Background: an optimization exercise with open tools, aiming at small area, a short achievable clock period and few clock cycles per item. Do not read the settings as production practice.
RTL that was checked went through simulation tests only; none was proved equivalent to the original.
For runs 2 to 6, only the layout was checked, not whether the RTL still works.
Power is estimated from default activity; no workload was simulated.

==> flow/design.v <==
package sme_pkg;
    localparam int STR_DEPTH = 32;
    localparam int PAT_DEPTH = 8;
    typedef logic [7:0] char_t;
    typedef logic [4:0] str_idx_t;
    typedef logic [5:0] str_len_t;
    typedef logic [3:0] pat_len_t;
    localparam char_t HEAD_ANCHOR = 8'h5e;
    localparam char_t TAIL_ANCHOR = 8'h24;
    localparam char_t WILDCARD    = 8'h2e;
    localparam char_t SEPARATOR   = 8'h5f;
endpackage
module sme_char_store #(
    parameter int DEPTH = sme_pkg::STR_DEPTH
) (
    input  logic                           clk,
    input  logic [DEPTH-1:0]               wen,
    input  sme_pkg::char_t                 wdata,
    output sme_pkg::char_t [DEPTH-1:0]     contents
);
    always_ff @(posedge clk)
    begin
        for (int i = 0; i < DEPTH; i++)
        begin
            if (wen[i])
            begin
                contents[i] <= wdata;
            end
        end
    end
endmodule
module sme_loader (
    input  sme_pkg::char_t     chardata,
    input  logic               isstring,
    input  logic               ispattern,
    output logic               str_char,
    output logic               pat_char,
    output logic               is_head,
    output logic               is_tail,
    output logic               is_wild
);
    assign str_char = isstring;
    assign pat_char = ispattern && !isstring;
    assign is_head  = (chardata == sme_pkg::HEAD_ANCHOR);
    assign is_tail  = (chardata == sme_pkg::TAIL_ANCHOR);
    assign is_wild  = (chardata == sme_pkg::WILDCARD);
endmodule
module sme_matcher (
    input  logic                                     clk,
    input  logic                                     reset,
    input  logic                                     str_char,
    input  logic                                     pat_char,
    input  logic                                     is_head,
    input  logic                                     is_tail,
    input  logic                                     is_wild,
    input  sme_pkg::char_t                           chardata,
    input  sme_pkg::char_t [sme_pkg::STR_DEPTH-1:0]  str_chars,
    output logic [sme_pkg::STR_DEPTH-1:0]            str_wen,
    output logic                                     valid,
    output logic                                     match,
    output sme_pkg::str_idx_t                        match_index
);
    typedef enum logic [1:0] {
        R_IDLE,
        R_STRING,
        R_PATTERN,
        R_SLOW
    } run_t;
    run_t               run;
    sme_pkg::str_len_t  slen;
    logic [32:0]        tm_r;        
    logic               tail_next;
    logic               pz_next;
    sme_pkg::str_idx_t  idx_r;
    sme_pkg::pat_len_t  plen;
    logic               pz;          
    logic               tail;
    logic               late;
    logic [3:0]         scnt;        
    logic [32:1]        fvec;
    logic [32:0]        in_str;      
    logic [32:0]        at_end;      
    logic [31:0]        sep;
    logic [31:0]        eqv;
    logic [32:1]        headmask;
    logic [32:0]        headok;
    logic [32:0]        tailmask;
    logic [32:0]        f_all;
    logic [32:0]        res_vec;
    logic               in_pat;
    logic               p_empty;
    logic               p_full;
    logic               job_end;
    logic               res_any;
    logic [5:0]         res_pos;
    logic [4:0]         p_neg;
    logic [4:0]         res_idx;
    assign p_empty = pz;
    assign p_full  = (plen == 4'd8);
    always_comb
    begin
        for (int j = 0; j < 32; j++)
        begin
            in_str[j] = (6'(j) < slen);
            sep[j]    = (str_chars[j] == sme_pkg::SEPARATOR);
            eqv[j]    = in_str[j] && (is_wild || (str_chars[j] == chardata));
        end
        in_str[32] = 1'b0;
        at_end[0] = (slen == 6'd0);
        for (int n = 1; n <= 32; n++)
            at_end[n] = in_str[n-1] && !in_str[n];
        for (int n = 1; n <= 32; n++)
            headmask[n] = sep[n-1] && in_str[n];
        headok[0] = 1'b1;
        for (int n = 1; n <= 32; n++)
            headok[n] = sep[n-1];
        tailmask[0] = at_end[0] || (in_str[0] && sep[0]);
        for (int n = 1; n < 32; n++)
            tailmask[n] = (at_end[n] && !pz_next) || (in_str[n] && sep[n]);
        tailmask[32] = at_end[32] && !pz_next;
    end
    assign tail_next = (run == R_SLOW) ? tail : (pat_char && (tail || is_tail));
    assign pz_next   = (run == R_SLOW) ? pz
                       : pat_char ? (pz && (is_head || is_tail))
                       : !(job_end && late);
    always_ff @(posedge clk)
    begin
        if (run == R_SLOW)
        begin
            tm_r <= {tm_r[31:0], 1'b0};
        end
        else if (job_end && late)
            tm_r <= headok;
        else
            tm_r <= tail_next ? tailmask : '1;
    end
    assign f_all   = {fvec, p_empty};
    assign res_vec = f_all & tm_r;
    always_comb
    begin
        logic [15:0] any1;
        logic [15:0] idx1;
        logic [7:0]  any2;
        logic [1:0]  idx2 [8];
        logic [3:0]  any3;
        logic [2:0]  idx3 [4];
        logic [1:0]  any4;
        logic [3:0]  idx4 [2];
        for (int i = 0; i < 16; i++)
        begin
            any1[i] = res_vec[2*i] || res_vec[2*i+1];
            idx1[i] = !res_vec[2*i];
        end
        for (int i = 0; i < 8; i++)
        begin
            any2[i] = any1[2*i] || any1[2*i+1];
            idx2[i] = any1[2*i] ? {1'b0, idx1[2*i]} : {1'b1, idx1[2*i+1]};
        end
        for (int i = 0; i < 4; i++)
        begin
            any3[i] = any2[2*i] || any2[2*i+1];
            idx3[i] = any2[2*i] ? {1'b0, idx2[2*i]} : {1'b1, idx2[2*i+1]};
        end
        for (int i = 0; i < 2; i++)
        begin
            any4[i] = any3[2*i] || any3[2*i+1];
            idx4[i] = any3[2*i] ? {1'b0, idx3[2*i]} : {1'b1, idx3[2*i+1]};
        end
        res_any = any4[0] || any4[1] || res_vec[32];
        if (any4[0])
            res_pos = {2'b00, idx4[0]};
        else if (any4[1])
            res_pos = {2'b01, idx4[1]};
        else
            res_pos = 6'd32;
    end
    assign in_pat  = (run == R_PATTERN);
    assign job_end = in_pat && !str_char && !pat_char;
    always_comb
    begin
        logic [4:0] g;
        logic [4:0] t;
        logic [4:0] c;
        case (plen)
            4'd0:    p_neg = 5'd0;
            4'd1:    p_neg = 5'd31;
            4'd2:    p_neg = 5'd30;
            4'd3:    p_neg = 5'd29;
            4'd4:    p_neg = 5'd28;
            4'd5:    p_neg = 5'd27;
            4'd6:    p_neg = 5'd26;
            4'd7:    p_neg = 5'd25;
            default: p_neg = 5'd24;
        endcase
        g = res_pos[4:0] & p_neg;
        t = res_pos[4:0] | p_neg;
        c[0] = 1'b0;
        c[1] = g[0];
        c[2] = g[1] | (t[1] & g[0]);
        c[3] = g[2] | (t[2] & g[1]) | (t[2] & t[1] & g[0]);
        c[4] = g[3] | (t[3] & g[2]) | (t[3] & t[2] & g[1]) | (t[3] & t[2] & t[1] & g[0]);
        res_idx = res_pos[4:0] ^ p_neg ^ c;
    end
    always_comb
    begin
        logic first;
        logic wr;
        first = (run != R_STRING);
        wr    = str_char && (run != R_SLOW);
        str_wen[0] = wr && first;
        for (int j = 1; j < 32; j++)
            str_wen[j] = wr && !first && (slen == 6'(j));
    end
    always_ff @(posedge clk or posedge reset)
    begin
        if (reset)
        begin
            run   <= R_IDLE;
            slen  <= '0;
            plen  <= '0;
            pz    <= 1'b1;
            tail  <= 1'b0;
            late  <= 1'b0;
            scnt  <= '0;
            valid <= 1'b0;
        end
        else
        begin
            valid <= 1'b0;
            if (run == R_SLOW)
            begin
                if (scnt != 4'd0)
                begin
                    scnt <= scnt - 4'd1;
                end
                else
                begin
                    valid <= 1'b1;
                    late  <= 1'b0;
                    run   <= R_IDLE;
                end
            end
            else if (pat_char)
            begin
                run <= R_PATTERN;
                if (is_head)
                begin
                    if (!p_empty)
                        late <= 1'b1;
                end
                else if (is_tail)
                begin
                    tail <= 1'b1;
                end
                else if (!p_full)
                begin
                    plen <= plen + 4'd1;
                    pz   <= 1'b0;
                end
            end
            else
            begin
                run  <= R_IDLE;
                plen <= '0;
                pz   <= 1'b1;
                tail <= 1'b0;
                late <= 1'b0;
                if (str_char)
                begin
                    run <= R_STRING;
                    if (run != R_STRING)
                        slen <= 6'd1;
                    else if (slen < 6'd32)
                        slen <= slen + 6'd1;
                end
                else if (job_end)
                begin
                    if (late)
                    begin
                        run  <= R_SLOW;
                        scnt <= plen;
                        plen <= plen;
                        pz   <= pz;
                        late <= 1'b1;
                    end
                    else
                    begin
                        valid <= 1'b1;
                    end
                end
            end
        end
    end
    always_ff @(posedge clk)
    begin
        if (run == R_SLOW)
        begin
            fvec <= fvec;
        end
        else if (pat_char)
        begin
            if (is_head)
            begin
                if (p_empty)
                    fvec <= headmask;
            end
            else if (!is_tail && !p_full)
            begin
                fvec <= f_all[31:0] & eqv;
            end
        end
        else if (job_end && late)
        begin
            fvec <= fvec & tm_r[32:1];
        end
        else
        begin
            fvec <= '1;
        end
    end
    always_ff @(posedge clk)
    begin
        match       <= res_any;
        idx_r       <= res_idx;
    end
    assign match_index = match ? idx_r : 5'd0;
endmodule
module sme_top (
    input  logic              clk,
    input  logic              reset,
    input  sme_pkg::char_t    chardata,
    input  logic              isstring,
    input  logic              ispattern,
    output logic              valid,
    output logic              match,
    output sme_pkg::str_idx_t match_index
);
    logic                                    str_char;
    logic                                    pat_char;
    logic                                    is_head;
    logic                                    is_tail;
    logic                                    is_wild;
    logic [sme_pkg::STR_DEPTH-1:0]           str_wen;
    sme_pkg::char_t [sme_pkg::STR_DEPTH-1:0] str_chars;
    sme_loader loader (
        .chardata  (chardata),
        .isstring  (isstring),
        .ispattern (ispattern),
        .str_char  (str_char),
        .pat_char  (pat_char),
        .is_head   (is_head),
        .is_tail   (is_tail),
        .is_wild   (is_wild)
    );
    sme_char_store #(
        .DEPTH (sme_pkg::STR_DEPTH)
    ) string_store (
        .clk      (clk),
        .wen      (str_wen),
        .wdata    (chardata),
        .contents (str_chars)
    );
    sme_matcher matcher (
        .clk         (clk),
        .reset       (reset),
        .str_char    (str_char),
        .pat_char    (pat_char),
        .is_head     (is_head),
        .is_tail     (is_tail),
        .is_wild     (is_wild),
        .chardata    (chardata),
        .str_chars   (str_chars),
        .str_wen     (str_wen),
        .valid       (valid),
        .match       (match),
        .match_index (match_index)
    );
endmodule
==> flow/run.sh <==
#!/bin/bash
# synth_recipe.tcl (not shown) runs the flow's synth.tcl, then flattens the netlist and writes it again
# the make line also repeats each setting of config.mk as NAME=value (left out here)
make -C /OpenROAD-flow-scripts/flow DESIGN_CONFIG=/design/flow/config.mk WORK_HOME=/design/flow/orfs CLKGATE_MAP_FILE= SYNTH_SCRIPT=/design/flow/synth_recipe.tcl finish
==> flow/config.mk <==
export PLATFORM = sky130hd
export DESIGN_NAME = sme_top
export DESIGN_NICKNAME = sme_top
export VERILOG_FILES = /design/flow/design.v
export SDC_FILE = /design/flow/constraint.sdc
export NUM_CORES = 4
export LEC_CHECK = 0
export CAP_MARGIN = 20
export CORE_MARGIN = 2
export CORE_UTILIZATION = 60
export CTS_BUF_LIST = sky130_fd_sc_hd__clkbuf_8 sky130_fd_sc_hd__clkbuf_16
export CTS_CLUSTER_DIAMETER = 110
export CTS_CLUSTER_SIZE = 25
export SETUP_SLACK_MARGIN = 4.4
export SLEW_MARGIN = 20
==> flow/constraint.sdc <==
create_clock -name core_clock -period 7.0 [get_ports {clk}]
set_input_delay 1.4000 -clock core_clock [delete_from_list [all_inputs] [get_ports {clk}]]
set_output_delay 1.4000 -clock core_clock [all_outputs]
set_load 0.01 [all_outputs]
==> qor.csv, run 1 <==
stage;metric;value;unit
route;WL met3;4498;microns
layout;layout cells sized above 1;12.52;%
cts;CTS H-tree lvls;1;
layout;Layout Area Growth over Synthesis;11.89;%
cts;CTS sink cnt;347;
pwr;pwr/cell area;223.6;mW/mm^2
yosys;post-synth top area cell;edfxtp_1;
floorplan;IO Pins;19;
cts;clk buf depth;3;
sta;Hold WS;0.5332;ns
route;routed wl met2;20220;microns
layout;Final Util;67.76;%
route;wire per inst;24.51;microns
route;first-pass iteration count of the detailed router;6;
route;M1 WL;19780;microns
layout;antenna cells;0;
cts;TritonCTS Buffers;17;
yosys;Post-synth top cells;288 x edfxtp_1, 261 x xnor2_1, 145 x nand4_1, 117 x nand2_1, 106 x nor2_1;
route;DR iter-0 viols;1421;
route;drt via density;6.526;
route;final WL;46590;microns
sta;slew margin rel.;22.83;%
grt;vias in the first global route;12060;
pwr;Peak VDD IR;199.9;uV
yosys;Syn Std Cell Area;0.01729;sq mm
route;DR top layer;met4;
sta;RSZ-0062 raised after global routing;yes;
sta;Layout Skew;0.02410;ns
cts;CTS tree;built;
sta;Final setup viols;0;
route;DR DRC count;0;
placement;IO Port Bufs;18;
cts;CTS root buffer;clkbuf_16;
grt;GR Util All Layers;30.36;%
route;remaining antenna violation count;0;
yosys;flops & latches, synth;347;
pwr;P_leak;6.096;nW
yosys;Seq/Total Area, Yosys;57.44;%
placement;routability congestion estimate;0.9146;
critical_path;CP Data Required Time;7.46;ns
sta;Final min period;2.655;ns
floorplan;Die Y;173.7;microns
placement;Area after DPL;0.01791;sq mm
sta;setup tns final;0;ns
layout;final net count;1535;
critical_path;Setup CP Type;reg2reg;
layout;Filler cells;2134;
grt;largest net degree at the start of global routing;49;
route;vias post-DR;12410;
cts;Reg clk slew, reported paths;0.11;ns
job;maxcap violations;0;
sta;Slew Viols, Final;0;
yosys;top cells by area, synth;edfxtp_1 50%, xnor2_1 13%, nand4_1 5.2%, dfxtp_1 4.5%, a21oi_1 2.8%;
yosys;number of synthesized flops with an enable pin;288;
grt;gr ovfl total;0;
pwr;total power;4.324;mW
grt;first-pass GRT wire length;70570;microns
hold_path;worst min path class;reg2reg;
grt;initial antenna violation count;1;
floorplan;Placement Rows;62;
sta;Hold Fails Final Rpt;0;
yosys;top_reg_cell synth;edfxtp_1;
floorplan;die width;173.7;microns
critical_path;Crit Path Max Fanout;5;
floorplan;Initial Util;60.56;%
critical_path;Worst EP arrival;3.11;ns
floorplan;core area;0.02855;sq mm
yosys;Avg Cell Area, Syn;11.56;sq um
sta;f_max;376.7;MHz
yosys;count leader, synth;edfxtp_1;
placement;dpl hpwl;27690;microns
yosys;Ys Warns;5;
run_status;status;complete, no violations;
cts;Clk Latency, worst-skew pair;0.54;ns
floorplan;die area;0.03019;sq mm
sta;Least-Margin Pin Slew;1.155;ns
layout;Final Cell Area;0.01934;sq mm
yosys;Unique masters post-synth;64;
yosys;post-synth net total;1523;
yosys;Cells after Synth;1495;
sta;final worst path period share;37.93;%
yosys;ys async rst share;5.764;%
critical_path;CP Launch Type;flip-flop;
yosys;Yosys top cell area share;50.03;%
critical_path;Critical Path End Type;flip-flop;
-- critical path, stage by stage, from the launching register on --
cell      delay [ns]
edfxtp_1        0.46
a22oi_2         0.28
nand3_4         0.19
a311oi_4        0.30
a221oi_1        0.11
a311oi_2        0.35
ha_2            0.28
a21oi_2         0.08
o31ai_2         0.23
xnor2_1         0.17
xnor2_1         0.13
-- metrics by stage --
step | instances | setup slack, ns
floorplan | 1495 | 4.023
global placement | 1831 | 2.683
detailed placement | 1831 | 2.618
CTS | 1889 | 4.406
global route | 1901 | 4.277
finish | 1901 | 4.345
-- sequential cells by signal (all words and copies together) (netlist names) --
register               count
matcher.plen               4
matcher.fvec              32
matcher.late               1
matcher.run                2
matcher.scnt               4
matcher.tm_r              33
matcher.pz                 1
matcher.idx_r              5
matcher.slen               6
matcher.match              1
matcher.tail               1
string_store.contents    256
matcher.valid              1
-- power by group --
part,internal [mW],leakage (nW),total (mW),switching (mW)
registers,2.33,3.18,2.42,0.0885
logic,0.282,2.64,0.834,0.552
clock network,0.448,0.272,1.07,0.626
total,3.06,6.10,4.32,1.27
-- placed cells by master (no fill, tap or decap), drive strengths merged, types with 4 or more instances in the layout --
cell,netlist,routed
edfxtp,288,288
xnor2,261,261
nand4,145,145
nand2,117,117
nor2,106,108
a21oi,96,96
buf,58,65
o21ai,61,62
dfxtp,39,39
a31oi,32,32
o22ai,31,31
inv,20,30
or4bb,27,27
nand3,22,22
dfrtp,19,19
clkbuf,24,18
ha,15,15
nor3,13,13
and2,13,13
a22oi,10,10
o211ai,8,9
nand2b,8,8
a32oi,8,8
nor2b,7,7
a22o,6,6
and3,5,6
and4,4,4
nand4b,4,4
nor4bb,4,4
-- worst paths after layout --
| path | from | cells after the start | end | slack (ns) |
|---|---|---|---|---|
| setup reg to reg | matcher.fvec[4]$_DFFE_PP_ | 10 | matcher.idx_r[4]$_DFF_P_ | 4.35 |
| hold / removal | matcher.tm_r[15]$_DFF_P_ | 2 | matcher.tm_r[16]$_DFF_P_ | 0.53 |
| hold reg to reg | matcher.tm_r[15]$_DFF_P_ | 2 | matcher.tm_r[16]$_DFF_P_ | 0.53 |
| min in group asynchronous | reset | 2 | matcher.scnt[2]$_DFFE_PP0P_ | 1.32 |
| setup / recovery | matcher.fvec[4]$_DFFE_PP_ | 10 | matcher.idx_r[4]$_DFF_P_ | 4.35 |
| max in group asynchronous | reset | 2 | matcher.run[0]$_DFFE_PP0P_ | 5.16 |
-- layer usage --
metal	vias up	global-route usage, %
met5	-	0
met4	0	10.89
met3	156	4.912
met2	663	46.96
met1	5992	43.82
li1	5594	-
-- cell type report --
| cell class | count | area [sq um] | area share, % |
|---|---|---|---|
| Clock buffer | 17 | 425.4 | 2.199 |
| Inverter | 20 | 78.83 | 0.4075 |
| Clock inverter | 12 | 46.29 | 0.2393 |
| Tap cell | 384 | 480.5 | 2.484 |
| Sequential cell | 347 | 9932 | 51.35 |
| Multi-Input combinational cell | 1051 | 7564 | 39.10 |
| Timing Repair Buffer | 70 | 817.0 | 4.224 |
-- logic make-up (layout without fill, tap and decap cells) --
family | after synthesis | after routing | share of synthesized area [%]
DFF | 347 | 347 | 57.44
AOI/OAI and AO/OA | 274 | 276 | 9.546
buffers and inverters | 102 | 119 | 2.700
and+or+nand+nor | 492 | 495 | 15.73
adders and majority gates | 16 | 16 | 1.201
xor gates and xnor gates | 264 | 264 | 13.37
-- timing repair --
action | in CTS | in global routing
setup endpoints to repair | 381 | 203
resized for setup | 132 | 41
cloned | 5 | 1
hold buffers | 0 | 0
buffers inserted | 24 | 11
pin swaps | 13 | 11
Testbench counts, summed over its fixed seeds: cycles 38,551, jobs 3,200.
==> run 2, diff against run 1 <==
--- a/flow/design.v
+++ b/flow/design.v
@@ -105,3 +105,3 @@
             sep[j]    = (str_chars[j] == sme_pkg::SEPARATOR);
-            eqv[j]    = in_str[j] && (is_wild || (str_chars[j] == chardata));
+            eqv[j]    = is_wild || (str_chars[j] == chardata);
         end
@@ -134,3 +134,3 @@
         else
-            tm_r <= tail_next ? tailmask : '1;
+            tm_r <= (tail_next ? tailmask : '1) & (pz_next ? '1 : {in_str[31:0], 1'b1});
     end
--- a/flow/config.mk
+++ b/flow/config.mk
@@ -11,5 +11,5 @@
 export CTS_BUF_LIST = sky130_fd_sc_hd__clkbuf_8 sky130_fd_sc_hd__clkbuf_16
-export CTS_CLUSTER_DIAMETER = 110
-export CTS_CLUSTER_SIZE = 25
-export SETUP_SLACK_MARGIN = 4.4
+export CTS_CLUSTER_DIAMETER = 100
+export CTS_CLUSTER_SIZE = 20
+export SETUP_SLACK_MARGIN = 4.2
 export SLEW_MARGIN = 20
==> qor.csv, run 2 <==
stage;metric;value;unit
sta;slew margin rel.;38.82;%
yosys;top_reg_cell synth;edfxtp_1;
hold_path;worst min path class;reg2reg;
critical_path;Reg2Reg Depth;6;
grt;M2 GR Usage;50.69;%
sta;Final min period;2.844;ns
critical_path;Worst R2R End;matcher.tm_r[11]$_DFF_P_;
critical_path;critical path depth in cells;6;
yosys;Ys Warns;5;
yosys;Unique masters post-synth;77;
floorplan;Placement Rows;62;
pwr;pwr/cell area;260.2;mW/mm^2
floorplan;die area;0.03097;sq mm
grt;initial antenna violation count;0;
sta;Hold WS;0.4917;ns
placement;dpl hpwl;31310;microns
critical_path;CP Capture Point;matcher.tm_r[11]$_DFF_P_;
cts;TritonCTS Buffers;21;
layout;layout cells sized above 1;11.61;%
cts;Reg clk slew, reported paths;0.09;ns
grt;largest net degree at the start of global routing;59;
sta;f_max;351.6;MHz
layout;Layout Area Growth over Synthesis;10.86;%
sta;Final setup viols;0;
critical_path;worst r2r src;matcher.slen[1]$_DFFE_PP0P_;
yosys;Cells after Synth;1536;
layout;antenna cells;0;
grt;global route hottest layer;met2;
floorplan;die width;176.0;microns
grt;gr ovfl total;0;
route;final WL;49470;microns
sta;Hold Fails Final Rpt;0;
layout;Final Util;67.98;%
critical_path;Critical Path End Type;flip-flop;
cts;CTS H-tree lvls;1;
cts;clk buf depth;3;
cts;CTS tree;built;
critical_path;slowest cell on the critical path;o21ai_0;
route;drt via density;6.665;
grt;first-pass GRT wire length;75710;microns
layout;final net count;1563;
critical_path;slowest stage delay, CP;0.76;ns
sta;RSZ-0062 raised after global routing;yes;
yosys;post-synth net total;1563;
route;DR iter-0 viols;1453;
run_status;status;complete, no violations;
critical_path;Setup CP Type;reg2reg;
route;first-pass iteration count of the detailed router;6;
yosys;post-synth top area cell;edfxtp_1;
floorplan;IO Pins;19;
route;vias post-DR;12900;
floorplan;Initial Util;61.32;%
yosys;Yosys top cell area share;48.74;%
sta;Least-Margin Pin Slew;0.9081;ns
yosys;count leader, synth;edfxtp_1;
critical_path;crit-path leading delay family;compound AO/OA/AOI/OAI gates;
layout;most common cell after layout, fill and taps aside;edfxtp_1;
placement;routability congestion estimate;0.9938;
placement;IO Port Bufs;18;
critical_path;Worst EP arrival;3.33;ns
critical_path;crit path cell chain;ha_1 -> nor2_1 -> o21ai_0 -> a21oi_1 -> a221o_1 -> o21ai_1;
critical_path;reg2reg setup slack;4.16;ns
layout;leading cell types in the layout, fill and taps excluded;288 x edfxtp_1, 260 x xnor2_1, 121 x nand2_1;
pwr;P_leak;6.356;nW
critical_path;Buf/Inv on CP;0;
layout;Biggest register;string_store.contents;
route;wire per inst;25.57;microns
critical_path;Crit Path Max Fanout;9;
layout;Largest regs;string_store.contents (256), matcher.tm_r (33), matcher.fvec (32);
sta;setup tns final;0;ns
job;maxcap violations;0;
yosys;flops & latches, synth;347;
layout;max FFs per register;256;
grt;met1 Use GR;47.24;%
sta;Layout Skew;0.02783;ns
yosys;Avg Cell Area, Syn;11.55;sq um
yosys;ys async rst share;5.764;%
grt;GR Util All Layers;32.26;%
floorplan;core area;0.02894;sq mm
critical_path;CP Data Required Time;7.48;ns
yosys;Syn Std Cell Area;0.01774;sq mm
route;DR DRC count;0;
sta;Slew Viols, Final;0;
yosys;Seq/Total Area, Yosys;55.97;%
grt;vias in the first global route;12350;
route;remaining antenna violation count;0;
floorplan;Die Y;176.0;microns
yosys;number of synthesized flops with an enable pin;288;
critical_path;CP Launch Type;flip-flop;
pwr;Peak VDD IR;249.4;uV
cts;CTS root buffer;clkbuf_16;
cts;Clk Latency, worst-skew pair;0.55;ns
sta;final worst path period share;40.63;%
yosys;Post-synth top cells;288 x edfxtp_1, 260 x xnor2_1, 127 x nand2_1, 94 x nand4_1, 83 x nor2_1;
yosys;top cells by area, synth;edfxtp_1 49%, xnor2_1 13%, dfxtp_1 4.4%, nand4_1 3.3%, nand2_1 2.7%;
cts;CTS sink cnt;347;
grt;met3 Use GR;4.177;%
critical_path;start point of the critical path;matcher.slen[1]$_DFFE_PP0P_;
==> run 2: cell types whose count changed after synthesis, moves of 14 or more <==
| cell | previous run | this run |
|---|---|---|
| a21oi_1 | 96 | 49 |
| a22oi_1 | 10 | 24 |
| a31o_2 | 0 | 15 |
| buf_2 | 55 | 25 |
| clkbuf_1 | 24 | 44 |
| nand3_1 | 21 | 46 |
| nand4_1 | 145 | 94 |
| nor2_1 | 106 | 83 |
| o21ai_0 | 60 | 78 |
| o22ai_1 | 31 | 2 |
==> run 2: power by group <==
| group | switching, mW | leakage, nW | internal [mW] |
|---|---|---|---|
| Sequential | 0.215 | 3.19 | 2.44 |
| Clock | 0.672 | 0.350 | 0.554 |
| Combinational | 0.771 | 2.82 | 0.463 |
==> run 2: worst min-delay path by stage <==
stage               slack (ns)                     start                  endpoint  cells after the start
detailed placement        0.48  matcher.tm_r[10]$_DFF_P_  matcher.tm_r[11]$_DFF_P_                      2
global placement          0.47  matcher.tm_r[10]$_DFF_P_  matcher.tm_r[11]$_DFF_P_                      2
global route              0.54  matcher.tm_r[10]$_DFF_P_  matcher.tm_r[11]$_DFF_P_                      2
floorplan                 0.44  matcher.tm_r[10]$_DFF_P_  matcher.tm_r[11]$_DFF_P_                      2
CTS                       0.50  matcher.tm_r[10]$_DFF_P_  matcher.tm_r[11]$_DFF_P_                      2
finish                    0.49  matcher.tm_r[10]$_DFF_P_  matcher.tm_r[11]$_DFF_P_                      2
==> run 2: layout make-up <==
| class | instances | area (sq um) |
|---|---|---|
| fill | 2128 | 9264 |
| sequential | 347 | 9935 |
| tap | 384 | 480.5 |
| clock buffer | 21 | 525.5 |
| timing repair buffer | 61 | 696.9 |
| multi-input combinational | 1077 | 7831 |
| clock inverter | 17 | 81.33 |
| inverter | 28 | 121.4 |
==> run 2: worst min-delay path: cells and delay by family, from the launching register on <==
family,cells,cell delay [ns]
flip-flops,1,0.35
AND/OR/NAND/NOR,1,0.06
AO/OA/AOI/OAI,1,0.05
==> run 2: logic make-up after synthesis <==
logic type | synth area share [%]
simple gates | 14.42
compound gates | 12.73
flops | 55.97
xor+xnor | 12.93
mux | 0.06346
buf+inv | 2.785
fa+ha+maj | 1.100
==> run 2: per-stage QoR <==
step	area (sq um)	total power, mW	std cells	setup slack (ns)
after detailed placement	18430	3.826	1868	2.337
final	19670	5.119	1935	4.156
after floorplan	18100	3.428	1536	3.435
after global placement	18430	3.812	1868	2.463
after CTS	19520	5.081	1928	4.166
after global routing	19670	5.309	1935	4.071
==> run 2: timing repair <==
item | in CTS | in global routing
endpoints found under the setup margin | 369 | 132
setup buffers | 17 | 7
cloned | 5 | 0
hold buffers | 0 | 0
gates resized for setup | 78 | 27
pin swaps | 8 | 6
==> run 2: layer usage <==
layer | wire length (microns) | part of all wire (%) | vias to the layer above
met5 | 0 | 0 | -
li1 | - | - | 5790
met2 | 22110 | 45 | 675
met3 | 4475 | 9.0 | 111
met1 | 21190 | 43 | 6321
met4 | 1695 | 3.4 | 0
==> run 3, diff against run 2 <==
--- a/flow/design.v
+++ b/flow/design.v
@@ -112,3 +112,3 @@
         for (int n = 1; n <= 32; n++)
-            headmask[n] = sep[n-1] && in_str[n];
+            headmask[n] = sep[n-1];
         headok[0] = 1'b1;
@@ -134,3 +134,4 @@
         else
-            tm_r <= (tail_next ? tailmask : '1) & (pz_next ? '1 : {in_str[31:0], 1'b1});
+            tm_r <= (tail_next ? tailmask : '1)
+                    & (pz_next ? {1'b0, in_str[31:1], 1'b1} : {in_str[31:0], 1'b1});
     end
--- a/flow/config.mk
+++ b/flow/config.mk
@@ -13,3 +13,3 @@
 export CTS_CLUSTER_SIZE = 20
-export SETUP_SLACK_MARGIN = 4.2
+export SETUP_SLACK_MARGIN = 4.4
 export SLEW_MARGIN = 20
==> qor.csv, run 3 <==
stage;metric;value;unit
yosys;Post-synth top cells;288 x edfxtp_1, 261 x xnor2_1, 110 x nand2_1, 103 x nor2_1, 88 x nand4_1;
yosys;Syn Std Cell Area;0.01730;sq mm
cts;CTS H-tree lvls;1;
yosys;Ys Warns;5;
layout;Biggest register;string_store.contents;
yosys;Unique masters post-synth;74;
yosys;ys async rst share;5.764;%
layout;Filler cells;1943;
hold_path;HP Start;matcher.tm_r[31]$_DFF_P_;
yosys;Avg Cell Area, Syn;11.70;sq um
cts;Reg clk slew, reported paths;0.10;ns
sta;Hold Fails Final Rpt;0;
critical_path;CP Launch Type;flip-flop;
sta;f_max;363.4;MHz
cts;CTS root buffer;clkbuf_16;
critical_path;Critical Path End Type;flip-flop;
critical_path;slowest stage delay, CP;0.49;ns
route;remaining antenna violation count;0;
cts;clk buf depth;3;
route;first-pass iteration count of the detailed router;6;
hold_path;WHS Path Cells;2;
critical_path;crit path cell chain;a22oi_2 -> nand3_2 -> nor2_4 -> o21ai_2 -> buf_4 -> buf_4 -> buf_4 -> a21oi_1 -> inv_1 -> ha_1 -> o21bai_1 -> xnor2_1 -> xnor2_1;
layout;final net count;1596;
sta;Layout Skew;0.03917;ns
sta;setup tns final;0;ns
layout;most common cell after layout, fill and taps aside;edfxtp_1;
route;DR DRC count;0;
sta;RSZ-0062 raised after global routing;yes;
job;maxcap violations;0;
yosys;top cells by area, synth;edfxtp_1 50%, xnor2_1 13%, dfxtp_1 4.5%, nand4_1 3.2%, dfrtp_1 2.7%;
yosys;post-synth top area cell;edfxtp_1;
floorplan;die width;173.8;microns
route;wire per inst;27.06;microns
critical_path;slowest cell on the critical path;edfxtp_1;
critical_path;Reg2Reg Depth;13;
grt;GR Util All Layers;33.71;%
cts;CTS tree;built;
grt;first-pass GRT wire length;76560;microns
pwr;Comb pwr share;18.6;%
cts;CTS sink cnt;347;
route;vias post-DR;13280;
sta;Final min period;2.752;ns
critical_path;worst r2r src;matcher.fvec[18]$_DFFE_PP_;
layout;Layout Area Growth over Synthesis;19.69;%
floorplan;IO Pins;19;
yosys;flops & latches, synth;347;
grt;vias in the first global route;12440;
pwr;P_leak;6.756;nW
grt;initial antenna violation count;1;
critical_path;Setup CP Type;reg2reg;
grt;largest net degree at the start of global routing;45;
layout;leading cell types in the layout, fill and taps excluded;288 x edfxtp_1, 261 x xnor2_1, 101 x nand2_1;
floorplan;core area;0.02855;sq mm
yosys;Yosys top cell area share;50.00;%
layout;Largest regs;string_store.contents (256), matcher.tm_r (33), matcher.fvec (32);
critical_path;Worst EP arrival;3.17;ns
pwr;Sw Share;27.43;%
yosys;top_reg_cell synth;edfxtp_1;
pwr;pwr/cell area;213.8;mW/mm^2
yosys;count leader, synth;edfxtp_1;
pwr;Peak VDD IR;259.7;uV
layout;Final Cell Area;0.02070;sq mm
cts;quantity of hold-fixing buffers added after cts;0;
hold_path;worst min path class;reg2reg;
sta;Slew Viols, Final;0;
critical_path;Crit Path Max Fanout;2;
pwr;sequential fraction of design power;53.9;%
pwr;Switch Pwr;1.214;mW
layout;antenna cells;0;
floorplan;Initial Util;60.59;%
placement;IO Port Bufs;18;
run_status;status;complete, no violations;
route;DR iter-0 viols;1687;
sta;Least-Margin Pin Slew;0.8320;ns
layout;layout cells sized above 1;19.52;%
cts;TritonCTS Buffers;21;
critical_path;Worst R2R End;matcher.idx_r[4]$_DFF_P_;
critical_path;most used cell, CP;buf_4;
critical_path;CP Data Required Time;7.42;ns
floorplan;Placement Rows;62;
layout;Final Util;72.52;%
placement;Area after DPL;0.01793;sq mm
placement;routability congestion estimate;0.9758;
placement;placed cell count;1812;
yosys;Seq/Total Area, Yosys;57.41;%
floorplan;die area;0.03020;sq mm
yosys;post-synth net total;1506;
grt;gr ovfl total;0;
placement;dpl hpwl;28550;microns
floorplan;Die Y;173.8;microns
critical_path;crit-path leading delay family;compound AO/OA/AOI/OAI gates;
critical_path;Buf/Inv on CP;4;
pwr;clock power share;27.5;%
hold_path;Hold Path Sink;matcher.tm_r[32]$_DFF_P_;
sta;final worst path period share;39.31;%
critical_path;reg2reg setup slack;4.25;ns
sta;Final setup viols;0;
sta;Hold WS;0.4790;ns
route;drt via density;6.753;
pwr;Internal;3.211;mW
yosys;Cells after Synth;1479;
sta;slew margin rel.;44.29;%
cts;Clk Latency, worst-skew pair;0.54;ns
route;final WL;53220;microns
yosys;number of synthesized flops with an enable pin;288;
layout;fin cells;1967;
layout;max FFs per register;256;
==> run 3: layout make-up <==
| cell class | count | area, sq um | share of cell area, % |
|---|---|---|---|
| Clock buffer | 21 | 525.5 | 2.538 |
| Clock inverter | 16 | 72.57 | 0.3505 |
| Inverter | 20 | 77.57 | 0.3747 |
| Multi-Input combinational cell | 1033 | 7812 | 37.73 |
| Sequential cell | 347 | 9936 | 47.99 |
| Tap cell | 384 | 480.5 | 2.321 |
| Timing Repair Buffer | 146 | 1799 | 8.690 |
==> run 3: repair_timing <==
action | in CTS | in global routing
resized for setup | 164 | 78
cloned | 17 | 7
setup buffers | 64 | 30
endpoints found under the setup margin | 379 | 198
pin swaps | 38 | 47
==> run 3: layer usage <==
metal | routed length, microns | up-vias | part of all wire [%] | GRT usage, %
met5 | 46 | - | 0.086 | 0
met4 | 2667 | 2 | 5.0 | 10.89
met3 | 6175 | 242 | 12 | 7.018
met2 | 23850 | 895 | 45 | 53.52
met1 | 20480 | 6431 | 38 | 46.92
li1 | - | 5713 | - | -
==> run 3: logic make-up after synthesis <==
kind of cell / after synthesis / share of synthesized area, %
AO/OA/AOI/OAI: 286 / 10.84
XOR/XNOR: 264 / 13.37
buffers and inverters: 106 / 2.626
multiplexers: 1 / 0.05787
adder cells (fa/ha/maj): 15 / 1.128
flip-flops: 347 / 57.41
AND/OR/NAND/NOR: 460 / 14.57
==> run 3: worst max-delay path by stage <==
stage / start / to / slack, ns / depth (start not counted)
after floorplan: chardata[3] / matcher.fvec[10]$_DFFE_PP_ / 3.52 / 6
after global placement: isstring / matcher.tm_r[23]$_DFF_P_ / 2.22 / 7
after detailed placement: isstring / matcher.tm_r[23]$_DFF_P_ / 2.16 / 7
after CTS: chardata[6] / matcher.tm_r[23]$_DFF_P_ / 4.35 / 8
after global routing: matcher.fvec[2]$_DFFE_PP_ / matcher.idx_r[4]$_DFF_P_ / 4.14 / 13
final: matcher.fvec[18]$_DFFE_PP_ / matcher.idx_r[4]$_DFF_P_ / 4.25 / 13
==> run 3: tightest hold or removal path: stages (launching register included) <==
cell and delay (ns):
dfxtp_1 0.34, nand2_1 0.05, o21ai_1 0.05
==> run 3: stage by stage <==
| step | worst slack [ns] | total power, mW |
|---|---|---|
| 6_report | 4.248 | 4.426 |
| 5_1_grt | 4.138 | 4.556 |
| 4_1_cts | 4.353 | 4.319 |
| 3_5_place_dp | 2.155 | 2.990 |
| 3_3_place_gp | 2.219 | 2.983 |
| 2_1_floorplan | 3.523 | 2.806 |
==> run 3: power groups by stage <==
stage / clock network, mW / registers (mW) / logic (mW)
after global routing: 1.30 / 2.39 / 0.864
after global placement: 0 / 2.42 / 0.559
after detailed placement: 0 / 2.42 / 0.567
final: 1.22 / 2.39 / 0.823
after CTS: 1.23 / 2.38 / 0.709
after floorplan: 0 / 2.39 / 0.414
==> run 4, diff against run 3 <==
--- a/flow/design.v
+++ b/flow/design.v
@@ -69,12 +69,7 @@
     run_t               run;
-    sme_pkg::str_len_t  slen;
+    logic [31:0]        sfill;       
     logic [32:0]        tm_r;        
-    logic               tail_next;
-    logic               pz_next;
-    sme_pkg::str_idx_t  idx_r;
     sme_pkg::pat_len_t  plen;
-    logic               pz;          
     logic               tail;
     logic               late;
-    logic [3:0]         scnt;        
     logic [32:1]        fvec;
@@ -85,3 +80,3 @@
     logic [32:1]        headmask;
-    logic [32:0]        headok;
+    logic [32:1]        headmask1;
     logic [32:0]        tailmask;
@@ -97,3 +92,3 @@
     logic [4:0]         res_idx;
-    assign p_empty = pz;
+    assign p_empty = (plen == 4'd0);
     assign p_full  = (plen == 4'd8);
@@ -103,8 +98,8 @@
         begin
-            in_str[j] = (6'(j) < slen);
+            in_str[j] = sfill[j];
             sep[j]    = (str_chars[j] == sme_pkg::SEPARATOR);
-            eqv[j]    = is_wild || (str_chars[j] == chardata);
+            eqv[j]    = in_str[j] && (is_wild || (str_chars[j] == chardata));
         end
         in_str[32] = 1'b0;
-        at_end[0] = (slen == 6'd0);
+        at_end[0] = !sfill[0];
         for (int n = 1; n <= 32; n++)
@@ -112,29 +107,16 @@
         for (int n = 1; n <= 32; n++)
-            headmask[n] = sep[n-1];
-        headok[0] = 1'b1;
-        for (int n = 1; n <= 32; n++)
-            headok[n] = sep[n-1];
-        tailmask[0] = at_end[0] || (in_str[0] && sep[0]);
-        for (int n = 1; n < 32; n++)
-            tailmask[n] = (at_end[n] && !pz_next) || (in_str[n] && sep[n]);
-        tailmask[32] = at_end[32] && !pz_next;
+            headmask[n] = sep[n-1] && in_str[n];
+        headmask1[1] = 1'b1;
+        for (int n = 2; n <= 32; n++)
+            headmask1[n] = sep[n-2];
+        for (int n = 0; n < 32; n++)
+            tailmask[n] = at_end[n] || (in_str[n] && sep[n]);
+        tailmask[32] = at_end[32];
     end
-    assign tail_next = (run == R_SLOW) ? tail : (pat_char && (tail || is_tail));
-    assign pz_next   = (run == R_SLOW) ? pz
-                       : pat_char ? (pz && (is_head || is_tail))
-                       : !(job_end && late);
     always_ff @(posedge clk)
     begin
-        if (run == R_SLOW)
-        begin
-            tm_r <= {tm_r[31:0], 1'b0};
-        end
-        else if (job_end && late)
-            tm_r <= headok;
-        else
-            tm_r <= (tail_next ? tailmask : '1)
-                    & (pz_next ? {1'b0, in_str[31:1], 1'b1} : {in_str[31:0], 1'b1});
+        tm_r <= tailmask;
     end
     assign f_all   = {fvec, p_empty};
-    assign res_vec = f_all & tm_r;
+    assign res_vec = f_all & (tail ? tm_r : '1);
     always_comb
@@ -212,3 +194,3 @@
         for (int j = 1; j < 32; j++)
-            str_wen[j] = wr && !first && (slen == 6'(j));
+            str_wen[j] = wr && !first && sfill[j-1] && !sfill[j];
     end
@@ -219,8 +201,6 @@
             run   <= R_IDLE;
-            slen  <= '0;
+            sfill <= '0;
             plen  <= '0;
-            pz    <= 1'b1;
             tail  <= 1'b0;
             late  <= 1'b0;
-            scnt  <= '0;
             valid <= 1'b0;
@@ -232,5 +212,10 @@
             begin
-                if (scnt != 4'd0)
+                if (!late)
+                begin
+                    valid <= 1'b1;
+                    run   <= R_IDLE;
+                end
+                else if (plen != 4'd1)
                 begin
-                    scnt <= scnt - 4'd1;
+                    plen <= plen - 4'd1;
                 end
@@ -238,5 +223,3 @@
                 begin
-                    valid <= 1'b1;
-                    late  <= 1'b0;
-                    run   <= R_IDLE;
+                    late <= 1'b0;
                 end
@@ -258,3 +241,2 @@
                     plen <= plen + 4'd1;
-                    pz   <= 1'b0;
                 end
@@ -265,3 +247,2 @@
                 plen <= '0;
-                pz   <= 1'b1;
                 tail <= 1'b0;
@@ -272,5 +253,5 @@
                     if (run != R_STRING)
-                        slen <= 6'd1;
-                    else if (slen < 6'd32)
-                        slen <= slen + 6'd1;
+                        sfill <= 32'd1;
+                    else
+                        sfill <= {sfill[30:0], 1'b1};
                 end
@@ -281,5 +262,3 @@
                         run  <= R_SLOW;
-                        scnt <= plen;
                         plen <= plen;
-                        pz   <= pz;
                         late <= 1'b1;
@@ -298,3 +277,9 @@
         begin
-            fvec <= fvec;
+            if (late)
+            begin
+                if (plen != 4'd1)
+                    fvec <= {1'b0, fvec[32:2]};
+                else
+                    fvec <= fvec & headmask1;
+            end
         end
@@ -305,5 +290,10 @@
                 if (p_empty)
-                    fvec <= headmask;
+                    fvec <= fvec & headmask;
+            end
+            else if (is_tail)
+            begin
+                if (p_empty)
+                    fvec <= fvec & in_str[32:1];
             end
-            else if (!is_tail && !p_full)
+            else if (!p_full)
             begin
@@ -314,3 +304,3 @@
         begin
-            fvec <= fvec & tm_r[32:1];
+            fvec <= res_vec[32:1];
         end
@@ -324,5 +314,4 @@
         match       <= res_any;
-        idx_r       <= res_idx;
+        match_index <= res_any ? res_idx : 5'd0;
     end
-    assign match_index = match ? idx_r : 5'd0;
 endmodule
==> flow/config.mk (replaced) <==
export PLATFORM = sky130hd
export DESIGN_NAME = sme_top
export DESIGN_NICKNAME = sme_top
export VERILOG_FILES = /design/flow/design.v
export SDC_FILE = /design/flow/constraint.sdc
export NUM_CORES = 4
export LEC_CHECK = 0
export CAP_MARGIN = 20
export CORE_MARGIN = 2
export CORE_UTILIZATION = 40
export SETUP_SLACK_MARGIN = 4.5
export SLEW_MARGIN = 20
==> qor.csv, run 4 <==
stage;metric;value;unit
layout;Largest regs;string_store.contents (256), matcher.tm_r (33);
route;final WL;56910;microns
yosys;Post-synth top cells;288 x edfxtp_1, 257 x xnor2_1, 115 x nand4_1, 88 x clkbuf_1, 86 x nand2_1;
layout;Filler cells;3773;
sta;slew margin rel.;36.60;%
grt;M2 GR Usage;37.03;%
yosys;post-synth net total;1597;
route;DR DRC count;0;
placement;dpl hpwl;29950;microns
floorplan;core area;0.04558;sq mm
layout;final net count;1684;
cts;Reg clk slew, reported paths;0.06;ns
critical_path;Crit Path Max Fanout;4;
yosys;Syn Std Cell Area;0.01858;sq mm
critical_path;Critical Path End Type;flip-flop;
layout;most common cell after layout, fill and taps aside;edfxtp_1;
sta;Layout Skew;0.01498;ns
floorplan;Placement Rows;78;
critical_path;CP Data Required Time;7.44;ns
yosys;top cells by area, synth;edfxtp_1 47%, xnor2_1 12%, dfrtp_1 5.5%, dfxtp_1 4.2%, nand4_1 3.9%;
hold_path;HP Start;matcher.sfill[31]$_DFFE_PP0P_;
critical_path;Worst EP arrival;3.50;ns
layout;layout cells sized above 1;23.56;%
layout;leading cell types in the layout, fill and taps excluded;288 x edfxtp_1, 257 x xnor2_1, 115 x nand4_1;
floorplan;Die Y;219.5;microns
yosys;Ys Warns;5;
grt;first-pass GRT wire length;84660;microns
yosys;count leader, synth;edfxtp_1;
yosys;Seq/Total Area, Yosys;56.28;%
grt;initial antenna violation count;0;
layout;Final Cell Area;0.02335;sq mm
sta;Hold Fails Final Rpt;0;
floorplan;Initial Util;40.76;%
critical_path;CP Launch Type;flip-flop;
run_status;status;complete, no violations;
pwr;Internal;3.972;mW
critical_path;start point of the critical path;matcher.fvec[10]$_DFFE_PP_;
placement;IO Port Bufs;18;
sta;final worst path period share;43.68;%
cts;CTS root buffer;clkbuf_16;
grt;global route hottest layer;met2;
pwr;Comb pwr share;12.6;%
sta;setup tns final;0;ns
grt;gr ovfl total;0;
yosys;post-synth top area cell;edfxtp_1;
floorplan;IO Pins;19;
grt;met3 Use GR;4.444;%
cts;quantity of hold-fixing buffers added after cts;0;
pwr;Switch Pwr;1.304;mW
cts;TritonCTS Buffers;40;
floorplan;die width;219.5;microns
cts;clk buf depth;3;
route;remaining antenna violation count;0;
sta;RSZ-0062 raised after global routing;yes;
layout;Biggest register;string_store.contents;
layout;antenna cells;0;
layout;Multi-input gate area;0.008452;sq mm
yosys;Unique masters post-synth;76;
sta;f_max;327.0;MHz
pwr;pwr/cell area;226.0;mW/mm^2
route;first-pass iteration count of the detailed router;5;
yosys;Avg Cell Area, Syn;11.82;sq um
yosys;Cells after Synth;1572;
pwr;Peak VDD IR;199.7;uV
grt;largest net degree at the start of global routing;48;
route;wire per inst;24.86;microns
critical_path;worst r2r src;matcher.fvec[10]$_DFFE_PP_;
cts;CTS sink cnt;368;
layout;max FFs per register;256;
cts;Clk Latency, worst-skew pair;0.55;ns
cts;CTS H-tree lvls;2;
pwr;P_leak;7.485;nW
grt;vias in the first global route;13390;
yosys;flops & latches, synth;368;
floorplan;die area;0.04818;sq mm
sta;Final setup viols;0;
pwr;Sw Share;24.71;%
grt;met1 Use GR;32.64;%
placement;routability congestion estimate;0.8495;
layout;Register Area;0.01046;sq mm
yosys;top_reg_cell synth;edfxtp_1;
placement;Area after DPL;0.01963;sq mm
yosys;ys async rst share;11.14;%
route;DR iter-0 viols;1581;
yosys;Yosys top cell area share;46.55;%
critical_path;Setup CP Type;reg2reg;
layout;Layout Area Growth over Synthesis;25.68;%
job;maxcap violations;0;
cts;CTS tree;built;
route;vias post-DR;13690;
sta;Least-Margin Pin Slew;0.9488;ns
yosys;number of synthesized flops with an enable pin;288;
pwr;sequential fraction of design power;46.9;%
sta;Slew Viols, Final;0;
route;drt via density;5.982;
sta;Final min period;3.058;ns
hold_path;worst min path class;reg2reg;
grt;GR Util All Layers;23.59;%
pwr;clock power share;40.5;%
[run 4: path summary, 6_finish.rpt]
| kind | endpoint | slack (ns) | cells past startpoint |
|---|---|---|---|
| worst max register to register | matcher.match_index[4]$_SDFF_PN0_ | 3.94 | 11 |
| worst min register to register | matcher.tm_r[32]$_DFF_P_ | 0.49 | 0 |
| worst min-delay path | matcher.tm_r[32]$_DFF_P_ | 0.49 | 0 |
| worst max-delay path | matcher.match_index[4]$_SDFF_PN0_ | 3.94 | 11 |
| max in group asynchronous | matcher.plen[0]$_DFFE_PP0P_ | 5.09 | 3 |
| min in group asynchronous | matcher.sfill[10]$_DFFE_PP0P_ | 1.39 | 3 |
[run 4: per-layer routing]
| metal | share of wire (%) | wire length [microns] | up-vias |
|---|---|---|---|
| li1 | - | - | 6136 |
| met1 | 44 | 24810 | 6864 |
| met2 | 45 | 25700 | 564 |
| met3 | 7.6 | 4297 | 129 |
| met4 | 3.7 | 2093 | 0 |
| met5 | 0 | 0 | - |
[run 4: repair_timing]
action / CTS / global route
pin swaps: 49 / 48
gates cloned: 17 / 2
endpoints found under the setup margin: 338 / 263
setup buffers: 101 / 12
gates resized for setup: 161 / 64
endpoints found under the hold margin: 0 / 0
[run 4: critical path, cell delays in order (launching register included)]
cell       delay (ns)
edfxtp_1         0.48
a22oi_2          0.32
o2111ai_2        0.16
or4_4            0.48
a311oi_4         0.29
nand2_2          0.12
ha_2             0.21
nand2b_4         0.15
a21oi_4          0.14
o21bai_1         0.09
a211oi_2         0.24
mux2i_1          0.29
[run 4: kinds of logic (layout without fill, tap and decap cells)]
family	count (synthesis)	count (layout)	share of synthesized area (%)
mux	32	32	1.920
buf+inv	143	259	3.098
simple gates	428	428	13.36
xor+xnor	258	258	12.16
fa+ha+maj	13	13	0.9160
compound gates	330	331	12.26
flops	368	368	56.28
[run 4: area by class of cell]
class	instances	share of cell area, %
sequential	368	44.79
multi-input combinational	1062	36.20
timing repair buffer	171	9.840
clock buffer	49	4.743
tap	600	3.216
clock inverter	23	0.9164
inverter	15	0.2572
timing repair inverter	1	0.03216
[run 4: metrics by stage]
step / setup slack [ns] / power, mW / hold WS [ns] / cells / utilization [%]
after floorplan: 3.931 / 2.843 / 0.4183 / 1572 / -
after global placement: 2.696 / 3.008 / 0.4767 / 2085 / 43.06
after detailed placement: 2.608 / 3.012 / 0.4787 / 2085 / 43.06
after CTS: 3.966 / 5.257 / 0.4911 / 2275 / 50.46
after global routing: 3.846 / 5.439 / 0.5152 / 2289 / 51.22
final: 3.942 / 5.276 / 0.4862 / 2289 / 51.22
[run 4: power groups by stage]
stage	Clock, mW	Sequential [mW]	Combinational [mW]
after floorplan	0	2.49	0.352
after global placement	0	2.52	0.485
after detailed placement	0	2.52	0.488
after CTS	2.16	2.47	0.622
after global routing	2.25	2.48	0.708
final	2.14	2.47	0.667
==> run 5, diff against run 4 <==
--- a/flow/design.v
+++ b/flow/design.v
@@ -72,2 +72,3 @@
     sme_pkg::pat_len_t  plen;
+    logic               pz;          
     logic               tail;
@@ -92,3 +93,3 @@
     logic [4:0]         res_idx;
-    assign p_empty = (plen == 4'd0);
+    assign p_empty = pz;
     assign p_full  = (plen == 4'd8);
@@ -203,2 +204,3 @@
             plen  <= '0;
+            pz    <= 1'b1;
             tail  <= 1'b0;
@@ -241,2 +243,3 @@
                     plen <= plen + 4'd1;
+                    pz   <= 1'b0;
                 end
@@ -247,2 +250,3 @@
                 plen <= '0;
+                pz   <= 1'b1;
                 tail <= 1'b0;
@@ -263,2 +267,3 @@
                         plen <= plen;
+                        pz   <= pz;
                         late <= 1'b1;
--- a/flow/config.mk
+++ b/flow/config.mk
@@ -9,4 +9,6 @@
 export CORE_MARGIN = 2
-export CORE_UTILIZATION = 40
-export SETUP_SLACK_MARGIN = 4.5
+export CORE_UTILIZATION = 60
+export CTS_BUF_LIST = sky130_fd_sc_hd__clkbuf_4 sky130_fd_sc_hd__clkbuf_8
+export CTS_CLUSTER_SIZE = 30
+export SETUP_SLACK_MARGIN = 4.2
 export SLEW_MARGIN = 20
==> qor.csv, run 5 <==
stage;metric;value;unit
run_status;status;complete, no violations;
yosys;Seq/Total Area, Yosys;57.06;%
yosys;Ys Warns;5;
route;wire per inst;24.93;microns
critical_path;Crit Path Max Fanout;7;
cts;Clk Latency, worst-skew pair;0.60;ns
hold_path;WHS Path Cells;0;
placement;IO Port Bufs;18;
sta;f_max;347.8;MHz
pwr;P_leak;7.706;nW
grt;initial antenna violation count;0;
cts;Reg clk slew, reported paths;0.07;ns
cts;clk buf depth;3;
sta;Slew Viols, Final;0;
layout;final net count;1685;
floorplan;Die Y;179.0;microns
yosys;Post-synth top cells;288 x edfxtp_1, 234 x xor2_1, 98 x a21oi_1, 82 x o21ai_0, 81 x nand2_1;
critical_path;Reg2Reg Depth;14;
sta;Final setup viols;0;
cts;quantity of hold-fixing buffers added after cts;0;
cts;CTS H-tree lvls;2;
grt;gr ovfl total;0;
grt;GR Util All Layers;32.66;%
route;first-pass iteration count of the detailed router;6;
layout;Final Util;72.70;%
route;final WL;52450;microns
sta;Final min period;2.875;ns
yosys;count leader, synth;edfxtp_1;
layout;Layout Area Growth over Synthesis;20.12;%
sta;setup tns final;0;ns
grt;largest net degree at the start of global routing;43;
sta;Least-Margin Pin Slew;0.9618;ns
cts;TritonCTS Buffers;61;
floorplan;Initial Util;60.52;%
route;DR DRC count;0;
pwr;pwr/cell area;227.6;mW/mm^2
layout;Biggest register;string_store.contents;
yosys;Yosys top cell area share;47.08;%
layout;fin cells;2104;
critical_path;Critical Path End Type;flip-flop;
critical_path;Setup CP Type;reg2reg;
sta;final worst path period share;41.07;%
yosys;post-synth top area cell;edfxtp_1;
yosys;top_reg_cell synth;edfxtp_1;
route;remaining antenna violation count;0;
floorplan;Placement Rows;64;
critical_path;reg2reg setup slack;4.12;ns
grt;first-pass GRT wire length;78330;microns
layout;Largest regs;string_store.contents (256), matcher.tm_r (33);
yosys;flops & latches, synth;369;
placement;routability congestion estimate;0.9007;
yosys;Cells after Synth;1564;
critical_path;CP Data Required Time;7.48;ns
cts;CTS root buffer;clkbuf_8;
sta;Hold Fails Final Rpt;0;
floorplan;IO Pins;19;
grt;vias in the first global route;13270;
yosys;ys async rst share;11.38;%
layout;max FFs per register;256;
placement;dpl hpwl;29410;microns
layout;layout cells sized above 1;21.02;%
yosys;Avg Cell Area, Syn;11.74;sq um
sta;slew margin rel.;35.39;%
yosys;Syn Std Cell Area;0.01837;sq mm
sta;RSZ-0062 raised after global routing;yes;
job;maxcap violations;0;
placement;placed cell count;1895;
yosys;number of synthesized flops with an enable pin;288;
cts;CTS tree;built;
yosys;Unique masters post-synth;64;
route;DR iter-0 viols;1349;
yosys;post-synth net total;1589;
yosys;top cells by area, synth;edfxtp_1 47%, xor2_1 11%, dfrtp_1 5.6%, dfxtp_1 4.3%, a21oi_1 2.7%;
layout;most common cell after layout, fill and taps aside;edfxtp_1;
floorplan;die width;179.0;microns
cts;CTS sink cnt;369;
route;vias post-DR;13560;
floorplan;core area;0.03035;sq mm
sta;Layout Skew;0.01983;ns
layout;leading cell types in the layout, fill and taps excluded;288 x edfxtp_1, 234 x xor2_1, 97 x a21oi_1;
floorplan;die area;0.03203;sq mm
hold_path;worst min path class;reg2reg;
route;drt via density;6.445;
critical_path;CP Launch Type;flip-flop;
layout;antenna cells;0;
critical_path;Worst EP arrival;3.36;ns
pwr;Peak VDD IR;192.3;uV
[run 5: cell types whose count changed after synthesis, moves of 14 or more]
| cell | change |
|---|---|
| clkbuf_1 | -29 |
| a21oi_1 | +55 |
| nand4_1 | -73 |
| o211ai_1 | -22 |
| xnor2_1 | -232 |
| a31oi_1 | -15 |
| o31ai_1 | +16 |
| a211oi_1 | +23 |
| nor4_1 | +61 |
| a41oi_1 | -19 |
| nand3_1 | +14 |
| nor3_1 | +16 |
| xor2_1 | +233 |
[run 5: cells by family after synthesis]
logic type | Yosys count | synth area share, %
AOI/OAI and AO/OA | 338 | 11.62
xor gates and xnor gates | 259 | 12.35
adders and majority gates | 13 | 0.9264
buffers and inverters | 116 | 2.589
DFF | 369 | 57.06
muxes | 28 | 1.717
and+or+nand+nor | 441 | 13.73
[run 5: worst paths after layout]
path,from,end
setup / recovery,matcher.tail$_DFFE_PP0P_,matcher.match_index[4]$_SDFF_PN0_
hold / removal,matcher.sfill[31]$_DFFE_PP0P_,matcher.tm_r[32]$_DFF_P_
setup reg to reg,matcher.tail$_DFFE_PP0P_,matcher.match_index[4]$_SDFF_PN0_
hold reg to reg,matcher.sfill[31]$_DFFE_PP0P_,matcher.tm_r[32]$_DFF_P_
max in group asynchronous,reset,matcher.tail$_DFFE_PP0P_
min in group asynchronous,reset,matcher.sfill[6]$_DFFE_PP0P_
[run 5: cell type report]
| class | count | area (sq um) |
|---|---|---|
| Inverter | 14 | 57.56 |
| Clock inverter | 18 | 102.6 |
| Clock buffer | 93 | 1142 |
| Timing Repair Buffer | 134 | 1665 |
| Multi-Input combinational cell | 1079 | 8107 |
| Fill cell | 2057 | 8287 |
| Sequential cell | 369 | 10490 |
| Timing Repair inverter | 1 | 7.507 |
| Tap cell | 396 | 495.5 |
[run 5: repair_timing]
item,CTS,global route
pin swaps,22,30
gates resized for setup,132,57
endpoints found under the setup margin,345,139
endpoints found under the hold margin,0,0
setup buffers,55,29
cloned,11,3
[run 5: worst max-delay path: stages (launching register included)]
cell	delay [ns]
dfrtp_4	0.51
clkinvlp_4	0.18
buf_8	0.16
o21ai_0	0.16
a21boi_2	0.21
o21ai_1	0.09
a221o_1	0.34
a31oi_2	0.16
ha_2	0.24
nand2b_4	0.07
a21oi_4	0.19
o21ba_4	0.16
o221ai_2	0.08
xor2_1	0.16
nor2_1	0.05
[run 5: per-layer routing]
metal / GRT usage (%) / part of all wire, %
met5: 0 / 0
met3: 5.153 / 7.4
met4: 9.925 / 3.1
met1: 44.74 / 41
met2: 53.89 / 48
[run 5: where the power goes]
part / leakage [nW] / switching, mW / internal (mW)
sequential: 3.50 / 0.0687 / 2.43
clock: 0.669 / 0.845 / 1.07
combinational: 3.54 / 0.363 / 0.246
[run 5: stage by stage]
stage               hold WS (ns)  cell area [sq um]  power, mW  setup WS (ns)
CTS                       0.4839              21550      4.980          4.118
global route              0.5158              22060      5.187          4.041
floorplan                 0.3989              18580      2.837          3.220
detailed placement        0.4760              18920      3.013          2.332
finish                    0.4954              22060      5.022          4.125
global placement          0.4778              18910      3.008          2.405
==> run 6, diff against run 5 <==
--- a/flow/design.v
+++ b/flow/design.v
@@ -71,2 +71,4 @@
     logic [32:0]        tm_r;        
+    logic               tail_next;
+    sme_pkg::str_idx_t  idx_r;
     sme_pkg::pat_len_t  plen;
@@ -116,8 +118,9 @@
     end
+    assign tail_next = (run == R_SLOW) ? tail : (pat_char && (tail || is_tail));
     always_ff @(posedge clk)
     begin
-        tm_r <= tailmask;
+        tm_r <= tail_next ? tailmask : '1;
     end
     assign f_all   = {fvec, p_empty};
-    assign res_vec = f_all & (tail ? tm_r : '1);
+    assign res_vec = f_all & tm_r;
     always_comb
@@ -319,4 +322,5 @@
         match       <= res_any;
-        match_index <= res_any ? res_idx : 5'd0;
+        idx_r       <= res_idx;
     end
+    assign match_index = match ? idx_r : 5'd0;
 endmodule
--- a/flow/config.mk
+++ b/flow/config.mk
@@ -9,6 +9,4 @@
 export CORE_MARGIN = 2
-export CORE_UTILIZATION = 60
-export CTS_BUF_LIST = sky130_fd_sc_hd__clkbuf_4 sky130_fd_sc_hd__clkbuf_8
-export CTS_CLUSTER_SIZE = 30
-export SETUP_SLACK_MARGIN = 4.2
+export CORE_UTILIZATION = 40
+export SETUP_SLACK_MARGIN = 4.3
 export SLEW_MARGIN = 20
==> qor.csv, run 6 <==
stage;metric;value;unit
run_status;status;complete, no violations;
cts;Reg clk slew, reported paths;0.06;ns
sta;slew margin rel.;28.87;%
critical_path;crit path cell chain;buf_16 -> or4b_4 -> buf_6 -> buf_12 -> nor3_4 -> buf_8 -> buf_12 -> a21oi_1 -> or4_1 -> o211ai_1;
sta;Layout Skew;0.02588;ns
cts;clk buf depth;3;
yosys;ys async rst share;11.38;%
sta;Hold WS;0.5302;ns
sta;Final setup viols;0;
yosys;Cells after Synth;1512;
yosys;Unique masters post-synth;76;
layout;Final Cell Area;0.02238;sq mm
grt;vias in the first global route;12840;
placement;placed cell count;2070;
pwr;pwr/cell area;232.8;mW/mm^2
critical_path;CP Capture Point;matcher.fvec[14]$_DFFE_PP_;
layout;Layout Area Growth over Synthesis;22.91;%
layout;max FFs per register;256;
layout;Largest regs;string_store.contents (256), matcher.tm_r (33);
route;wire per inst;22.77;microns
sta;setup tns final;0;ns
yosys;post-synth top area cell;edfxtp_1;
hold_path;worst min path class;reg2reg;
critical_path;Worst R2R End;matcher.fvec[6]$_DFFE_PP_;
cts;CTS root buffer;clkbuf_16;
critical_path;Crit Path Max Fanout;5;
sta;Slew Viols, Final;0;
sta;Least-Margin Pin Slew;1.065;ns
floorplan;die area;0.04723;sq mm
yosys;Yosys top cell area share;47.51;%
critical_path;slowest stage delay, CP;0.55;ns
yosys;flops & latches, synth;369;
grt;first-pass GRT wire length;77320;microns
route;DR iter-0 viols;1301;
route;remaining antenna violation count;0;
cts;TritonCTS Buffers;41;
critical_path;slowest cell on the critical path;or4b_4;
layout;layout cells sized above 1;21.01;%
sta;RSZ-0062 raised after global routing;yes;
yosys;Avg Cell Area, Syn;12.04;sq um
floorplan;Die Y;217.3;microns
sta;worst setup margin;3.904;ns
layout;most common cell after layout, fill and taps aside;edfxtp_1;
placement;Area after DPL;0.01906;sq mm
critical_path;start point of the critical path;chardata[7];
layout;antenna cells;0;
yosys;top_reg_cell synth;edfxtp_1;
route;vias post-DR;13200;
cts;CTS sink cnt;369;
floorplan;Placement Rows;78;
critical_path;Critical Path End Type;flip-flop;
yosys;number of synthesized flops with an enable pin;288;
yosys;Seq/Total Area, Yosys;57.57;%
cts;CTS tree;built;
critical_path;CP Data Required Time;7.39;ns
grt;largest net degree at the start of global routing;63;
yosys;post-synth net total;1537;
critical_path;Worst EP arrival;3.49;ns
layout;final net count;1648;
sta;Final min period;3.096;ns
grt;GR Util All Layers;21.31;%
sta;final worst path period share;44.23;%
critical_path;most used cell, CP;buf_12;
grt;initial antenna violation count;2;
route;first-pass iteration count of the detailed router;8;
job;maxcap violations;0;
pwr;P_leak;7.894;nW
cts;CTS H-tree lvls;2;
floorplan;die width;217.3;microns
pwr;Peak VDD IR;155.2;uV
route;DR DRC count;0;
critical_path;reg2reg setup slack;4.22;ns
route;drt via density;5.850;
placement;dpl hpwl;29780;microns
sta;Hold Fails Final Rpt;0;
yosys;Ys Warns;5;
sta;f_max;323.0;MHz
cts;Clk Latency, worst-skew pair;0.55;ns
critical_path;CP Launch Type;input port;
yosys;Post-synth top cells;288 x edfxtp_1, 202 x xor2_1, 116 x a21oi_1, 111 x nand2_1, 58 x xnor2_1;
yosys;Syn Std Cell Area;0.01820;sq mm
placement;IO Port Bufs;18;
floorplan;core area;0.04519;sq mm
critical_path;Setup CP Type;in2reg;
placement;routability congestion estimate;0.8952;
floorplan;Initial Util;40.29;%
yosys;count leader, synth;edfxtp_1;
layout;fin cells;2256;
floorplan;IO Pins;19;
layout;leading cell types in the layout, fill and taps excluded;288 x edfxtp_1, 202 x xor2_1, 107 x nand2_1;
layout;Biggest register;string_store.contents;
yosys;top cells by area, synth;edfxtp_1 48%, xor2_1 9.7%, dfrtp_1 5.6%, dfxtp_1 4.3%, a21oi_1 3.2%;
critical_path;worst r2r src;matcher.run[0]$_DFFE_PP0P_;
critical_path;Reg2Reg Depth;6;
placement;pre-CTS setup slack;2.391;ns
route;final WL;51370;microns
grt;gr ovfl total;0;
## run 6: cell count changes after synthesis, moves of 21 or more
cell       delta
nand2_1      +30
nor3b_1      -24
o21ai_0      -63
and2_1       +29
nor3_1       -36
nor2_1       -32
xor2_1       -32
nand4bb_1    -24
mux2_2       -28
xnor2_1      +33
nor2b_1      +21
## run 6: final cells by class
cell class	instances	area [sq um]
fillers	3801	22810
flip-flops and latches	369	10480
multi-input cells	1049	7966
repair buffers	148	1764
clock buffers	69	1285
well taps	600	750.7
inverters	13	65.06
clock inverters	7	45.04
repair inverters	1	16.27
## run 6: how the worst min path moves through the flow
stage | slack (ns) | from | endpoint | cells past startpoint
final | 0.53 | matcher.pz$_DFFE_PP1P_ | matcher.pz$_DFFE_PP1P_ | 2
after floorplan | 0.46 | matcher.tm_r[32]$_SDFF_PN1_ | matcher.match$_DFF_P_ | 2
after global placement | 0.52 | matcher.pz$_DFFE_PP1P_ | matcher.pz$_DFFE_PP1P_ | 2
after global routing | 0.55 | matcher.pz$_DFFE_PP1P_ | matcher.pz$_DFFE_PP1P_ | 2
after CTS | 0.53 | matcher.pz$_DFFE_PP1P_ | matcher.pz$_DFFE_PP1P_ | 2
after detailed placement | 0.51 | matcher.pz$_DFFE_PP1P_ | matcher.pz$_DFFE_PP1P_ | 2
## run 6: repair_timing
item / 4_1_cts / 5_1_grt
pin swaps: 48 / 27
setup buffers: 64 / 34
hold buffers: 0 / 0
setup endpoints to repair: 386 / 151
cloned: 11 / 1
gates resized for setup: 161 / 61
endpoints found under the hold margin: 0 / 0
## run 6: metal layers
metal	track usage (%)	share of wire, %	routed length, microns
met5	0	0.041	21
met2	33.16	45	23350
met1	29.90	44	22580
met3	3.578	7.3	3732
met4	7.991	3.3	1687
## run 6: kinds of logic (layout without fill, tap and decap cells)
family                     after synthesis  count (layout)  share of synthesized area [%]
and+or+nand+nor                        461             462                          14.80
DFF                                    369             369                          57.57
AOI/OAI and AO/OA                      311             311                          11.70
xor gates and xnor gates               260             260                          12.51
buffers and inverters                   95             238                          2.309
adders and majority gates               13              13                         0.9347
muxes                                    3               3                         0.1650
## run 6: through the flow
| step | utilization (%) | total power, mW |
|---|---|---|
| global route | 49.52 | 5.393 |
| floorplan | - | 2.835 |
| detailed placement | 42.19 | 3.020 |
| global placement | 42.13 | 3.009 |
| CTS | 48.43 | 5.195 |
| finish | 49.52 | 5.209 |
## run 6: worst max-delay path, delay by kind of cell
kind	cells	cell delay, ns
buffers and inverters	5	0.70
and+or+nand+nor	3	1.21
AOI/OAI and AO/OA	2	0.16
## run 6: where the power goes
group	internal, mW	switching (mW)
Sequential	2.42	0.0502
Clock	1.25	0.865
Combinational	0.251	0.370

[separate check: timing with driven ports]
The flow's constraints put no driver on any port. The routed layouts listed below were extracted and timed again, unchanged, in two steps.
Step 1 assumes that a clkbuf_16 drives the clock port and a buf_2 every other input.
Step 2 also shifts input and output timing later by t, the mid clock arrival at the registers, as if the neighbouring blocks saw the same clock.
Three values: ideal, step 1, step 2; two values: the first two.
run | t, ns | slack for setup (ns) | worst register clock-pin slew, ns | pins driven straight from the clock port
run 1 | 0.576 | 4.345 / 4.345 / 3.848 | 0.12 / 0.12 | 1
run 2 | 0.586 | 4.156 / 4.156 / 3.672 | 0.10 / 0.10 | 1
run 3 | 0.580 | 4.248 / 4.106 / 3.526 | 0.10 / 0.10 | 1
run 4 | 0.599 | 3.942 / 3.942 / 3.680 | 0.06 / 0.06 | 1
run 5 | 0.643 | 4.125 / 4.018 / 3.375 | 0.07 / 0.07 | 1
run 6 | 0.596 | 3.904 / 3.816 / 3.220 | 0.07 / 0.07 | 1
After both steps every run listed still meets setup and hold. The setup slack of run 5, which loses most, moves by -0.107 ns with the drivers and by -0.750 ns with both steps.
